Context: an optimization exercise on an open-source flow, tuned for small area, a short achievable clock period and few clock cycles per item. The choices shown serve that exercise and are no tape-out recipe. Only simulation tests tie the RTL to the original design; equivalence was not proved. Power is estimated from default activity; no workload was simulated.

File: flow/design.v
package pca_pkg;
    localparam int IdxW = 8;
endpackage
module pid_controller_anti_windup_unit (
    input  logic                      i_clk,
    input  logic                      i_rst_n,
    input  logic                      i_in_valid,
    output logic                      o_in_ready,
    input  logic                      i_op,
    input  logic signed [15:0]        i_target,
    input  logic signed [15:0]        i_measured,
    input  logic [31:0]               i_time_ms,
    output logic                      o_out_valid,
    input  logic                      i_out_ready,
    output logic signed [15:0]        o_drive,
    input  logic                      i_cfg_valid,
    output logic                      o_cfg_ready,
    input  logic [pca_pkg::IdxW-1:0]  i_cfg_index,
    input  logic [15:0]               i_cfg_data
);
    localparam logic [3:0] S_IDLE = 4'd0;
    localparam logic [3:0] S_C1   = 4'd1;
    localparam logic [3:0] S_C2   = 4'd2;
    localparam logic [3:0] S_C3   = 4'd3;
    localparam logic [3:0] S_C4   = 4'd4;
    localparam logic [3:0] S_C5   = 4'd5;
    localparam logic [3:0] S_C6   = 4'd6;
    localparam logic [3:0] S_C7   = 4'd7;
    localparam logic [3:0] S_C8   = 4'd8;
    localparam logic [3:0] S_HOLD = 4'd9;
    localparam logic [3:0] S_PK   = 4'd10;
    localparam logic [3:0] S_PB   = 4'd11;
    localparam logic [3:0] S_PBW  = 4'd12;
    localparam logic [3:0] S_PB2  = 4'd13;
    logic [15:0] r_gp, r_gi;
    logic [25:0] r_kd;           
    logic [14:0] r_lm;
    logic        r_kd_ok, r_b_ok;
    logic [32:0] r_bnd;          
    logic signed [16:0] r_perr;
    logic signed [39:0] r_es;
    logic [31:0]        r_pms;
    logic [3:0]         r_fe;
    logic               r_rdy;
    logic               r_op;
    logic signed [16:0] r_a;     
    logic signed [17:0] r_b;     
    logic [31:0]        r_t;     
    logic               r_dneg;
    logic               r_zero;
    logic               r_integ;
    logic signed [49:0] r_p;
    logic signed [32:0] r_prop;
    logic [42:0]        r_n;
    logic signed [33:0] r_y;
    logic               dv_v, dv_bm, dv_sat, dv_z, dv_nneg;
    logic [4:0]         dv_cnt;
    logic [31:0]        dv_rem, dv_dvs;
    logic [33:0]        dv_quo;
    logic signed [32:0] dv_prop;
    logic [32:0]        iu_sh;
    logic [9:0]         iu_rem;
    logic               iu_neg;
    logic               s_v, s_sat, s_neg;
    logic signed [35:0] s_val;
    logic               r_ov;
    logic signed [15:0] r_drv;
    assign o_cfg_ready = 1'b1;
    assign o_in_ready  = r_rdy;
    assign o_out_valid = r_ov;
    assign o_drive     = r_drv;
    logic signed [17:0] m_a, m_b;
    logic signed [49:0] m_c, m_out;
    logic [8:0] r_ms;
    always_comb begin
        m_a = ({18{r_ms[0]}} & {2'b00, r_gp})                   
            | ({18{r_ms[1] | r_ms[2]}} & 18'(r_a))             
            | ({18{r_ms[3]}} & {9'd0, r_kd[25:17]})             
            | ({18{r_ms[4]}} & {1'b0, r_kd[16:0]})
            | ({18{r_ms[5] | r_ms[6]}} & {2'b00, r_gi})         
            | ({18{r_ms[7]}} & {2'b00, r_kd[15:0]})             
            | ({18{r_ms[8]}} & {3'b000, r_lm});                 
        m_b = ({18{r_ms[0]}} & 18'(r_a))
            | ({18{r_ms[1]}} & {3'b000, r_t[31:17]})
            | ({18{r_ms[2]}} & {1'b0, r_t[16:0]})
            | ({18{r_ms[3] | r_ms[4]}} & r_b)
            | ({18{r_ms[5]}} & {r_es[33], r_es[33:17]})
            | ({18{r_ms[6]}} & {1'b0, r_es[16:0]})
            | ({18{r_ms[7]}} & 18'd1000)
            | ({18{r_ms[8]}} & 18'd125);
        m_c = ({50{r_ms[1]}} & 50'(r_es >>> 17))               
            | ({50{r_ms[2]}} & {r_p[32:0], r_es[16:0]})         
            | ({50{r_ms[4] | r_ms[6]}} & {r_p[32:0], 17'd0});
    end
    assign m_out = m_a * m_b + m_c;
    logic signed [16:0] w_err;
    logic signed [17:0] w_de;
    logic [16:0]        w_dmag;
    logic [31:0]        w_dt;
    logic               w_tz;
    logic signed [33:0] w_lim34;
    logic               w_integ;
    logic signed [49:0] w_x, w_hi, w_lo;
    logic signed [39:0] w_es;
    logic               w_cfg_b, w_cfg_k;
    assign w_err   = r_a - r_b[16:0];
    assign w_de    = 18'(w_err) - 18'(r_perr);
    assign w_dmag  = w_de[17] ? 17'(-w_de) : w_de[16:0];
    assign w_dt    = r_t - r_pms;
    assign w_tz    = (r_t == r_pms);
    assign w_lim34 = {11'd0, r_lm, 8'd0};
    assign w_integ = (34'(r_prop) < w_lim34) && (34'(r_prop) > -w_lim34);
    assign w_x  = r_integ ? r_p : 50'(r_es);
    assign w_hi = (r_gi != 16'd0) ? 50'(r_bnd) : 50'sd549755813887;
    assign w_lo = (r_gi != 16'd0) ? -(50'(r_bnd)) : -50'sd549755813888;
    always_comb begin
        if (w_x > w_hi)      w_es = w_hi[39:0];
        else if (w_x < w_lo) w_es = w_lo[39:0];
        else                 w_es = w_x[39:0];
    end
    assign w_cfg_b = i_cfg_valid && (i_cfg_index == 8'd1 || i_cfg_index == 8'd3);
    assign w_cfg_k = i_cfg_valid && (i_cfg_index == 8'd2);
    logic        dv_fin, s_move, dv_move, dv_load;
    logic [32:0] d_sh1, d_sh2;
    logic [33:0] d_df1, d_df2;
    logic [31:0] d_rm1, d_rm2;
    logic        d_q1, d_q2;
    logic [10:0] i_s1, i_s2, i_s3;
    logic [9:0]  i_r1, i_r2, i_r3;
    logic        i_q1, i_q2, i_q3;
    logic        ld_sat;
    assign dv_fin  = dv_v && (dv_cnt == 5'd0);
    assign s_move  = s_v && !r_ov;
    assign dv_move = dv_fin && !dv_bm && (!s_v || s_move);
    assign dv_load = (r_fe == S_HOLD) && (!dv_v || dv_move);
    assign d_sh1 = {dv_rem, dv_quo[33]};
    assign d_df1 = {1'b0, d_sh1} - {2'b00, dv_dvs};
    assign d_q1  = ~d_df1[33];
    assign d_rm1 = d_q1 ? d_df1[31:0] : d_sh1[31:0];
    assign d_sh2 = {d_rm1, dv_quo[32]};
    assign d_df2 = {1'b0, d_sh2} - {2'b00, dv_dvs};
    assign d_q2  = ~d_df2[33];
    assign d_rm2 = d_q2 ? d_df2[31:0] : d_sh2[31:0];
    assign i_s1 = {iu_rem, iu_sh[32]};
    assign i_q1 = (i_s1 >= 11'd1000);
    assign i_r1 = i_q1 ? 10'(i_s1 - 11'd1000) : i_s1[9:0];
    assign i_s2 = {i_r1, iu_sh[31]};
    assign i_q2 = (i_s2 >= 11'd1000);
    assign i_r2 = i_q2 ? 10'(i_s2 - 11'd1000) : i_s2[9:0];
    assign i_s3 = {i_r2, iu_sh[30]};
    assign i_q3 = (i_s3 >= 11'd1000);
    assign i_r3 = i_q3 ? 10'(i_s3 - 11'd1000) : i_s3[9:0];
    assign ld_sat = (r_t[31:9] == 23'd0) && (r_n[42:34] >= r_t[8:0]);
    logic signed [35:0] w_pt, w_it, w_dtm, w_sum;
    logic               w_ic;
    assign w_ic  = iu_neg && (iu_rem != 10'd999);
    assign w_pt  = 36'(dv_prop);
    assign w_it  = iu_neg ? ~{3'd0, iu_sh} : {3'd0, iu_sh};
    assign w_dtm = dv_nneg ? ~{2'd0, dv_quo} : {2'd0, dv_quo};
    assign w_sum = w_pt + w_it + w_dtm + 36'(w_ic) + 36'(dv_nneg);
    logic signed [35:0] w_slim;
    logic signed [23:0] w_sadj;
    logic signed [15:0] w_drv;
    assign w_slim = {13'd0, r_lm, 8'd0};
    assign w_sadj = s_val[35] ? (s_val[23:0] + 24'sd255) : s_val[23:0];
    always_comb begin
        if (s_sat)                w_drv = s_neg ? -(16'(r_lm)) : 16'(r_lm);
        else if (s_val >= w_slim) w_drv = 16'(r_lm);
        else if (s_val <= -w_slim) w_drv = -(16'(r_lm));
        else                      w_drv = w_sadj[23:8];
    end
    logic [3:0] fe_n;
    logic       kd_ok_n, b_ok_n;
    always_comb begin
        fe_n    = r_fe;
        kd_ok_n = r_kd_ok;
        b_ok_n  = r_b_ok;
        case (r_fe)
            S_IDLE: begin
                if (!r_kd_ok)                fe_n = S_PK;
                else if (!r_b_ok)            fe_n = S_PB;
                else if (i_in_valid && r_rdy) fe_n = S_C1;
            end
            S_C1: fe_n = (r_op || w_tz) ? S_HOLD : S_C2;
            S_C2: fe_n = S_C3;
            S_C3: fe_n = S_C4;
            S_C4: fe_n = S_C5;
            S_C5: fe_n = S_C6;
            S_C6: fe_n = S_C7;
            S_C7: fe_n = S_C8;
            S_C8: fe_n = S_HOLD;
            S_HOLD: if (dv_load) fe_n = S_IDLE;
            S_PK: begin
                kd_ok_n = 1'b1;
                fe_n    = S_IDLE;
            end
            S_PB: begin
                if (r_gi == 16'd0) begin
                    b_ok_n = 1'b1;
                    fe_n   = S_IDLE;
                end else begin
                    fe_n = S_PB2;
                end
            end
            S_PB2: if (!dv_v) fe_n = S_PBW;
            S_PBW: begin
                if (dv_fin && dv_bm) begin
                    b_ok_n = 1'b1;
                    fe_n   = S_IDLE;
                end
            end
            default: fe_n = S_IDLE;
        endcase
        if (w_cfg_k) kd_ok_n = 1'b0;
        if (w_cfg_b) b_ok_n  = 1'b0;
        if (w_cfg_k && r_fe == S_PK) fe_n = S_IDLE;
        if (w_cfg_b && (r_fe == S_PB || r_fe == S_PB2 || r_fe == S_PBW)) fe_n = S_IDLE;
    end
    always_ff @(posedge i_clk) begin
        if (!i_rst_n) begin
            r_gp    <= '0;
            r_gi    <= '0;
            r_kd    <= '0;
            r_lm    <= 15'd10240;
            r_kd_ok <= 1'b1;
            r_b_ok  <= 1'b1;
            r_perr  <= '0;
            r_es    <= '0;
            r_pms   <= '0;
            r_fe    <= S_IDLE;
            r_rdy   <= 1'b0;
            r_ms    <= '0;
        end else begin
            r_fe    <= fe_n;
            r_kd_ok <= kd_ok_n;
            r_b_ok  <= b_ok_n;
            r_rdy   <= (fe_n == S_IDLE) && kd_ok_n && b_ok_n;
            r_ms    <= {fe_n == S_PB, fe_n == S_PK, fe_n == S_C8, fe_n == S_C7,
                        fe_n == S_C6, fe_n == S_C5, fe_n == S_C4, fe_n == S_C3,
                        fe_n == S_C2};
            if (i_cfg_valid) begin
                case (i_cfg_index)
                    8'd0: r_gp <= i_cfg_data;
                    8'd1: r_gi <= i_cfg_data;
                    8'd3: r_lm <= i_cfg_data[14:0];
                    default: ;
                endcase
            end
            if (w_cfg_k)
                r_kd <= {10'd0, i_cfg_data};
            else if (r_fe == S_PK)
                r_kd <= m_out[25:0];
            if (dv_fin && dv_bm && r_fe == S_PBW && !w_cfg_b)
                r_bnd <= dv_quo[32:0];
            case (r_fe)
                S_IDLE: begin
                    if (i_in_valid && r_rdy) begin
                        r_op <= i_op;
                        r_a  <= 17'(i_target);
                        r_b  <= 18'(i_measured);
                        r_t  <= i_time_ms;
                    end
                end
                S_C1: begin
                    r_pms <= r_t;
                    if (r_op) begin
                        r_perr <= '0;
                        r_es   <= '0;
                        r_zero <= 1'b1;
                    end else if (w_tz) begin
                        r_zero <= 1'b1;
                    end else begin
                        r_zero <= 1'b0;
                        r_perr <= w_err;
                        r_a    <= w_err;
                        r_b    <= {1'b0, w_dmag};
                        r_dneg <= w_de[17];
                        r_t    <= w_dt;
                    end
                end
                S_C2: r_prop <= m_out[32:0];
                S_C3: begin
                    r_integ <= w_integ;
                    r_p     <= m_out;
                end
                S_C4: r_p <= m_out;
                S_C5: begin
                    r_es <= w_es;
                    r_p  <= m_out;
                end
                S_C6: r_n <= m_out[42:0];
                S_C7: r_p <= m_out;
                S_C8: r_y <= m_out[33:0];
                S_PB: r_n <= {10'd0, m_out[21:0], 11'd0};
                default: ;
            endcase
        end
    end
    always_ff @(posedge i_clk) begin
        if (!i_rst_n) begin
            dv_v  <= 1'b0;
            dv_bm <= 1'b0;
            s_v   <= 1'b0;
            r_ov  <= 1'b0;
        end else begin
            if (dv_load) begin
                dv_v    <= 1'b1;
                dv_bm   <= 1'b0;
                dv_z    <= r_zero;
                dv_sat  <= ld_sat;
                dv_nneg <= r_dneg;
                dv_prop <= r_prop;
                dv_cnt  <= r_zero ? 5'd0 : 5'd17;
                dv_rem  <= {23'd0, r_n[42:34]};
                dv_quo  <= r_n[33:0];
                dv_dvs  <= r_t;
                iu_sh   <= r_y[32:0] ^ {33{r_y[33]}};
                iu_neg  <= r_y[33];
                iu_rem  <= '0;
            end else if (r_fe == S_PB2 && !dv_v && !w_cfg_b) begin
                dv_v   <= 1'b1;
                dv_bm  <= 1'b1;
                dv_cnt <= 5'd17;
                dv_rem <= '0;
                dv_quo <= r_n[33:0];
                dv_dvs <= {16'd0, r_gi};
            end else begin
                if (dv_v && dv_cnt != 5'd0) begin
                    dv_cnt <= dv_cnt - 5'd1;
                    dv_rem <= d_rm2;
                    dv_quo <= {dv_quo[31:0], d_q1, d_q2};
                    if (dv_cnt >= 5'd7) begin
                        iu_rem <= i_r3;
                        iu_sh  <= {iu_sh[29:0], i_q1, i_q2, i_q3};
                    end
                end
                if (dv_move || (dv_fin && dv_bm)) dv_v <= 1'b0;
                if (w_cfg_b && dv_bm) dv_v <= 1'b0;
            end
            if (dv_move) begin
                s_v   <= 1'b1;
                s_sat <= dv_sat && !dv_z;
                s_neg <= dv_nneg;
                s_val <= dv_z ? 36'sd0 : w_sum;
            end else if (s_move) begin
                s_v <= 1'b0;
            end
            if (s_move) begin
                r_ov  <= 1'b1;
                r_drv <= w_drv;
            end else if (r_ov && i_out_ready) begin
                r_ov <= 1'b0;
            end
        end
    end
endmodule
File: flow/run.sh
#!/bin/bash
# synth_recipe.tcl (not shown) runs the flow's synth.tcl, then flattens the netlist and writes it again
# the make line also repeats each setting of config.mk as NAME=value (left out here)
make -C /OpenROAD-flow-scripts/flow DESIGN_CONFIG=/design/flow/config.mk WORK_HOME=/design/flow/orfs CLKGATE_MAP_FILE= SYNTH_SCRIPT=/design/flow/synth_recipe.tcl finish
File: flow/config.mk
export PLATFORM = sky130hd
export DESIGN_NAME = pid_controller_anti_windup_unit
export DESIGN_NICKNAME = pid_controller_anti_windup_unit
export VERILOG_FILES = /design/flow/design.v
export SDC_FILE = /design/flow/constraint.sdc
export NUM_CORES = 4
export LEC_CHECK = 0
export CAP_MARGIN = 20
export CORE_MARGIN = 2
export CORE_UTILIZATION = 40
export SETUP_SLACK_MARGIN = 5
export SLEW_MARGIN = 20
File: flow/constraint.sdc
create_clock -name core_clock -period 12.0 [get_ports {i_clk}]
set_input_delay 2.4000 -clock core_clock [delete_from_list [all_inputs] [get_ports {i_clk}]]
set_output_delay 2.4000 -clock core_clock [all_outputs]
set_load 0.01 [all_outputs]
==> notes.md <==
routing by layer:
metal	part of all wire (%)	wire length [um]	track usage (%)
met1	42	97300	41.0
met2	43	99600	44.9
met3	9.3	21400	6.91
met4	5.0	11400	12.6
met5	0.054	124	0
sequential cells by signal (all words and copies together), names as in the netlist, 34 cells and up:
register	flops
r_p	50
s_val	36
dv_quo	34
r_n	43
r_es	40
r_y	34
per-stage QoR:
step                      util (%)  setup WS [ns]  area (um^2)  hold slack [ns]
final                         47.5           3.70        70200            0.456
after floorplan                  -           3.73        60100            0.400
after CTS                     46.8           3.83        69200            0.463
after detailed placement      43.0           2.26        63600            0.449
after global routing          47.4           3.54        70200            0.477
after global placement        42.9           2.22        63600            0.442
layout make-up:
type,instances,share of cell area [%]
multi-input combinational,4721,55.9
sequential,683,26.6
timing repair buffer,440,5.85
inverter,763,4.11
tap,1930,3.44
clock buffer,97,3.21
clock inverter,50,0.862
antenna,10,0.0356
cells by family after synthesis:
| group | after synthesis | synth area share [%] |
|---|---|---|
| flops | 683 | 31.3 |
| xor+xnor | 347 | 5.08 |
| fa+ha+maj | 959 | 25.9 |
| compound gates | 1303 | 14.2 |
| buf+inv | 1027 | 6.49 |
| other cells | 1 | 0.00627 |
| mux | 100 | 1.79 |
| simple gates | 2011 | 15.3 |
path summary, 6_finish.rpt:
check | slack (ns) | startpoint | cells past startpoint | endpoint
hold / removal | 0.46 | r_perr[2] | 2 | r_perr[2]
setup reg to reg | 3.70 | r_ms[3] | 29 | r_p[49]
setup / recovery | 3.70 | r_ms[3] | 29 | r_p[49]
hold reg to reg | 0.46 | r_perr[2] | 2 | r_perr[2]
worst max-delay path: cells and delay by family (launching register included):
kind | cells | cell delay, ns
buffers and inverters | 8 | 0.90
AOI/OAI and AO/OA | 8 | 2.30
xor gates and xnor gates | 1 | 0.08
DFF | 1 | 0.37
adders and majority gates | 8 | 3.82
and+or+nand+nor | 4 | 0.51
power by group through the flow:
stage	combinational (uW)	clock (uW)	sequential, uW
after floorplan	2300	0	2900
final	3700	2640	2930
after global placement	3360	0	2970
after global routing	4010	2750	2930
after CTS	3600	2660	2920
after detailed placement	3400	0	2970
synth_stat cells (48+ instances only):
| cell type | count | area share, % |
|---|---|---|
| a21oi_1 | 368 | 3.1 |
| dfxtp_1 | 182 | 6.1 |
| nand3_1 | 85 | 0.71 |
| xor2_1 | 96 | 1.4 |
| ha_1 | 494 | 10 |
| nand4_1 | 59 | 0.62 |
| xnor2_1 | 251 | 3.7 |
| o21ai_0 | 271 | 2.3 |
| nor2_1 | 505 | 3.2 |
| a21o_1 | 138 | 1.7 |
| inv_1 | 762 | 4.8 |
| clkbuf_1 | 231 | 1.5 |
| edfxtp_1 | 501 | 25 |
| a22oi_1 | 48 | 0.60 |
| and2_1 | 59 | 0.62 |
| o211ai_1 | 59 | 0.74 |
| nor3_1 | 80 | 0.67 |
| fa_1 | 465 | 16 |
| mux2_2 | 55 | 1.0 |
| nand2_1 | 888 | 5.6 |
| o21a_1 | 58 | 0.73 |
timing repair:
action / in CTS / in global routing
pin swaps: 153 / 83
setup buffers: 163 / 44
endpoints found under the setup margin: 195 / 208
gates cloned: 1 / 0
resized for setup: 304 / 132
==> results.cfg <==
[outcome]
status = finished clean

[yosys]
synth_cells = 6431
synth_warnings = 1
syn_avg_cell_area_um2 = 9.30
ys.flop_type = edfxtp_1
synth_seq_cells = 683
synth-edff-count = 501
async_flop_share_pct = 0
netlist_area_um2 = 59800
synth-seq-area-share_pct = 31.3
synth_cell_types = 92
syn-num-nets = 7484

[worst_hold_path]
hp-class = reg -> reg

[critical_path]
arrival_ns = 8.72
crit_type = reg -> reg
slowest_delay_ns = 0.83
required_ns = 12.42
cp-start-kind = flip-flop
path_max_fanout = 7
critPathSlowestCell = fa_4
worstSetupEndpointType = flip-flop

[sta]
tightestPinTransition_ns = 1.28
slew_violations = 0
finalHoldViolations = 0
relSlewSlack_pct = 14.8
period_needed_ns = 8.30
fin_tns_setup_ns = 0
finalCritPeriodShare_pct = 69.1
max_freq_mhz = 121
setup_viol = 0
clock_skew_ns = 0.0516
rsz0062_at_grt = true

[floorplan]
die-height_um = 391
die_area_um2 = 153000
fp.coreArea_um2 = 148000
io_pins = 113
die_w_um = 391
initial_core_util_pct = 40.4
rows = 141

[global_route]
grt_pass1_wl_um = 333000
antenna_found_initial = 24
grt_max_degree = 93
grt_usage_pct = 29.8
grt_pass1_vias = 48700
grt-ovfl-total = 0

[clock_network]
cts_hold_buf = 0
clockRootBuffer = clkbuf_16
cts_made_buffers = 79
clk_path_buf_depth = 3
htreeDepth = 3
clk_pin_slew_ns = 0.06
clock_latency_ns = 0.72
cts_tree = done
cts_sinks = 683

[layout]
fin_cells = 8694
layout.area.seq_um2 = 18700
fillers = 13900
final_common_cell = nand2_1
syn_to_final_growth_pct = 17.5
drive_above_1_share_pct = 12.8
final_cell_mix = 862 x nand2_1, 738 x inv_1, 501 x edfxtp_1
multi_input_area_um2 = 39200
fin_nets = 7741

[place]
placed_cells = 8329
place_congestion = 1.03
port_buffers = 111
dpl.hpwl_um = 180000

[pwr]
irDropWorstVdd_mv = 0.335
seqPwrFrac_pct = 31.6
swShare_pct = 39.1
p_leak_uw = 0.0303
p_sw_uw = 3620
p_comb_share_pct = 39.9
p_int_uw = 5650
p_per_area_nw_per_um2 = 132
pwr-share-clk_pct = 28.5
finalPower_uw = 9270

[route]
drtPass1Iterations = 7
ant_nets = 0
drc = 0
dr.first_iter.drc_count = 5405
post_drt_wl_per_cell_um = 26.4
drt-vias-per-instance = 5.80
wl_um = 230000
num_vias = 50400

[job]
cap_violations = 0
Testbench counts, summed over its fixed seeds: cycles 26,833, items 1,464.

==> port drivers added, routing unchanged <==
No port has a modelled driver above. Below, the same layout with a new extraction and two added sets of constraints.
Step 1: set_driving_cell puts a clkbuf_16 on i_clk and a buf_2 on each other input, an assumption about the parent block.
Step 2 also shifts input and output timing later by t, the mid clock arrival at the registers, as if the neighbouring blocks saw the same clock.
Slacks: no drivers / after step 1 / after step 2; pairs: no drivers / after step 1.
t (ns): 0.770
setup WS [ns]: 3.703 / 3.703 / 3.703
latest minus earliest clock arrival (ns): 0.053 / 0.053
After both steps setup and hold are still met in this run. For this run, drivers alone change the setup slack by 0.000 ns; drivers and shift together by 0.000 ns.
